From an optimization exercise on the open Yosys and OpenROAD flow, aimed at small area; shortcuts taken in it are not production practice. In this exercise RTL edits were held to simulation tests only and were not proved equivalent to the original. No activity file was given, so power comes from the tool's default toggle rates.

## violet
Design ups_top, start of the top module:
module ups_top #(
    parameter int TICKS_PER_SEC = 1000,
    parameter int AVG_LOG2      = 4
) (
    input  logic        clk,
    input  logic        rst_n,
    input  logic [11:0] adc,
    input  logic        adc_dv,
    input  logic [1:0]  mode,
    input  logic        mode_update,
    input  logic [12:0] dac0_test,
    input  logic [12:0] dac1_test,
    input  logic        pv_test,
    input  logic [31:0] run_cfg,
    input  logic        run_start,
    input  logic        run_stop,
    output logic [12:0] dac0,
    output logic [12:0] dac1,
    output logic        pv,
    output logic [2:0]  status
);
    logic [12:0] scaled;
    logic [12:0] filtered;
    logic        seq_stb0;
    logic        seq_stb1;
    logic [1:0]  seq_kind;
    logic        seq_pv;
    logic [2:0]  seq_status;
    logic        run_en;
    adc_scaler u_adc_scaler (
        .clk    (clk),
        .rst_n  (rst_n),
        .adc    (adc),
        .adc_dv (adc_dv),
        .scaled (scaled)
    );
    boxcar_filter #(
        .AVG_LOG2 (AVG_LOG2)
    ) u_boxcar_filter (
        .clk      (clk),
        .rst_n    (rst_n),
        .scaled   (scaled),
        .filtered (filtered)
    );
    run_sequencer #(
        .TICKS_PER_SEC (TICKS_PER_SEC)
    ) u_run_sequencer (
        .clk        (clk),
        .rst_n      (rst_n),
        .run_en     (run_en),
        .run_cfg    (run_cfg),
        .run_start  (run_start),
        .run_stop   (run_stop),
        .filt_valid (filtered[12]),
        .seq_stb0   (seq_stb0),
        .seq_stb1   (seq_stb1),
        .seq_kind   (seq_kind),
        .seq_pv     (seq_pv),
        .seq_status (seq_status)
    );
    mode_controller u_mode_controller (
        .clk         (clk),
        .rst_n       (rst_n),
  ...
export LEC_CHECK = 0
export CAP_MARGIN = 20
export CORE_MARGIN = 2
export CORE_UTILIZATION = 40
export CTS_CLUSTER_DIAMETER = 100
export CTS_CLUSTER_SIZE = 30
export SLEW_MARGIN = 20
create_clock -name core_clock -period 8.0 [get_ports {clk}]
standard.sh (not shown) runs the stock make flow with config.mk's settings and CLKGATE_MAP_FILE= SYNTH_SCRIPT=/design/flow/synth_recipe.tcl, a recipe that flattens the netlist after the stock synthesis.
==> flow/flow/run.sh <==
#!/bin/bash
# The standard layout, with each port buffered by the smallest buffer cell
set -euo pipefail
bash standard.sh "BUFFER_PORTS_ARGS=-buffer_cell sky130_fd_sc_hd__buf_1" finish > standard.log 2>&1
Input changes introduced in juniper (baseline for comparison: violet):
- CTS_BUF_LIST newly set to sky130_fd_sc_hd__clkbuf_8
- CTS_CLUSTER_DIAMETER changed from 100 to 80
- CTS_CLUSTER_SIZE changed from 30 to 20
==> flow/run.sh (new file) <==
#!/bin/bash
# synth_recipe.tcl (not shown) runs the flow's synth.tcl, then flattens the netlist and writes it again
# the make line also repeats each setting of config.mk as NAME=value (left out here)
make -C /OpenROAD-flow-scripts/flow DESIGN_CONFIG=/design/flow/config.mk WORK_HOME=/design/flow/orfs CLKGATE_MAP_FILE= SYNTH_SCRIPT=/design/flow/synth_recipe.tcl finish
removed: flow/flow/run.sh
removed: flow/standard.sh
==> comparison <==
Per-cell via count in the routed design down 0.62% in juniper wrt violet
Proportion of cell area occupied by registers: juniper vs violet down 2.3 points
Taking violet as the reference, in juniper least setup slack across all paths after layout picked up an extra 79 ps; met1 routing resource usage after global routing increased 0.33 points; number of non-filler instances in the completed layout higher; area added between synthesis and finish increased 4.2 points; overall routing resource usage now sits at about the same level.
Area of the multi-input gates of violet is on par with juniper.
The estimated power of juniper ends up lower than the estimate for violet.

Another version of the RTL of ups_top (not shown whole).
For scale: roughly 820 cells after synthesis, ~340 flip-flops, roughly 110 I/O pins, ~13000 sq um of cells after synthesis.
==> flow/config.mk <==
export PLATFORM = sky130hd
export DESIGN_NAME = ups_top
export DESIGN_NICKNAME = ups_top
export VERILOG_FILES = /design/flow/design.v
export SDC_FILE = /design/flow/constraint.sdc
export NUM_CORES = 4
export LEC_CHECK = 0
export CAP_MARGIN = 20
export CORE_MARGIN = 2
export CORE_UTILIZATION = 40
export CTS_CLUSTER_DIAMETER = 100
export CTS_CLUSTER_SIZE = 30
export SLEW_MARGIN = 20
==> flow/constraint.sdc <==
create_clock -name core_clock -period 8.0 [get_ports {clk}]
set_input_delay 1.6000 -clock core_clock [delete_from_list [all_inputs] [get_ports {clk}]]
set_output_delay 1.6000 -clock core_clock [all_outputs]
set_load 0.01 [all_outputs]
==> flow/flow/run.sh <==
#!/bin/bash
# The standard layout, with each port buffered by the smallest buffer cell
# and a clock tree without dummy loads, small buffers above the leaf level;
# cells off the critical paths are sized down after global routing
set -euo pipefail
bash standard.sh \
  "BUFFER_PORTS_ARGS=-buffer_cell sky130_fd_sc_hd__buf_1" \
  "CTS_ARGS=-sink_clustering_enable -repair_clock_nets -sink_clustering_size 30 -sink_clustering_max_diameter 100 -dont_use_dummy_load -root_buf sky130_fd_sc_hd__clkbuf_4 -tree_buf sky130_fd_sc_hd__clkbuf_4 -sink_clustering_buffer sky130_fd_sc_hd__clkbuf_16" \
  "RECOVER_POWER=100" \
  finish > standard.log 2>&1
The baseline finished but fails on max-capacitance violations, max-slew violations.
Edit:
==> flow/flow/run.sh (replaced) <==
#!/bin/bash
# The standard layout, with each port buffered by the smallest buffer cell
# and a clock tree without dummy loads, small buffers above the leaf level
set -euo pipefail
bash standard.sh \
  "BUFFER_PORTS_ARGS=-buffer_cell sky130_fd_sc_hd__buf_1" \
  "CTS_ARGS=-sink_clustering_enable -repair_clock_nets -sink_clustering_size 30 -sink_clustering_max_diameter 100 -dont_use_dummy_load -root_buf sky130_fd_sc_hd__clkbuf_4 -tree_buf sky130_fd_sc_hd__clkbuf_4 -sink_clustering_buffer sky130_fd_sc_hd__clkbuf_16" \
  finish > standard.log 2>&1
This time the run produced a clean layout.
Core utilization grows by 0.13 points.
Die area does not change.
Register-to-register slack is better by 0.18 ns.
Fmax grows by a few percent.
Setup slack is better by 0.18 ns.
Via count grows slightly.
Synthesized area is unchanged.
Non-clock buffer count is unchanged.
Total power hardly moves.

[re-timing with driven ports]
How much do the figures lean on ideal ports? The routed layouts below were timed once more, with nothing changed but the port constraints. Step 1 (the two cells are an assumption about what drives the block):
set clk [get_ports {clk}]
set_driving_cell -lib_cell sky130_fd_sc_hd__clkbuf_16 $clk
set_driving_cell -lib_cell sky130_fd_sc_hd__buf_2 [delete_from_list [all_inputs] $clk]
Step 2 times the ports against the registers' clock, not the clock port: input delays grow and output delays shrink by t, the midpoint of the rising clock arrivals with the driver on. a / b / c = ideal ports / drivers / drivers and shift; a / b = the first two.
run	t (ns)	slack for setup (ns)	worst slew at a driven data input, ns	pins driven straight from the clock port
violet	0.547	0.997 / 0.997 / 0.997	0.06	1
juniper	0.594	1.076 / 1.076 / 1.076	0.06	1
the first run of note 2	0.697	0.884 / 0.884 / 0.884	0.06	1
the second run of note 2	0.698	1.061 / 1.061 / 1.061	0.05	1
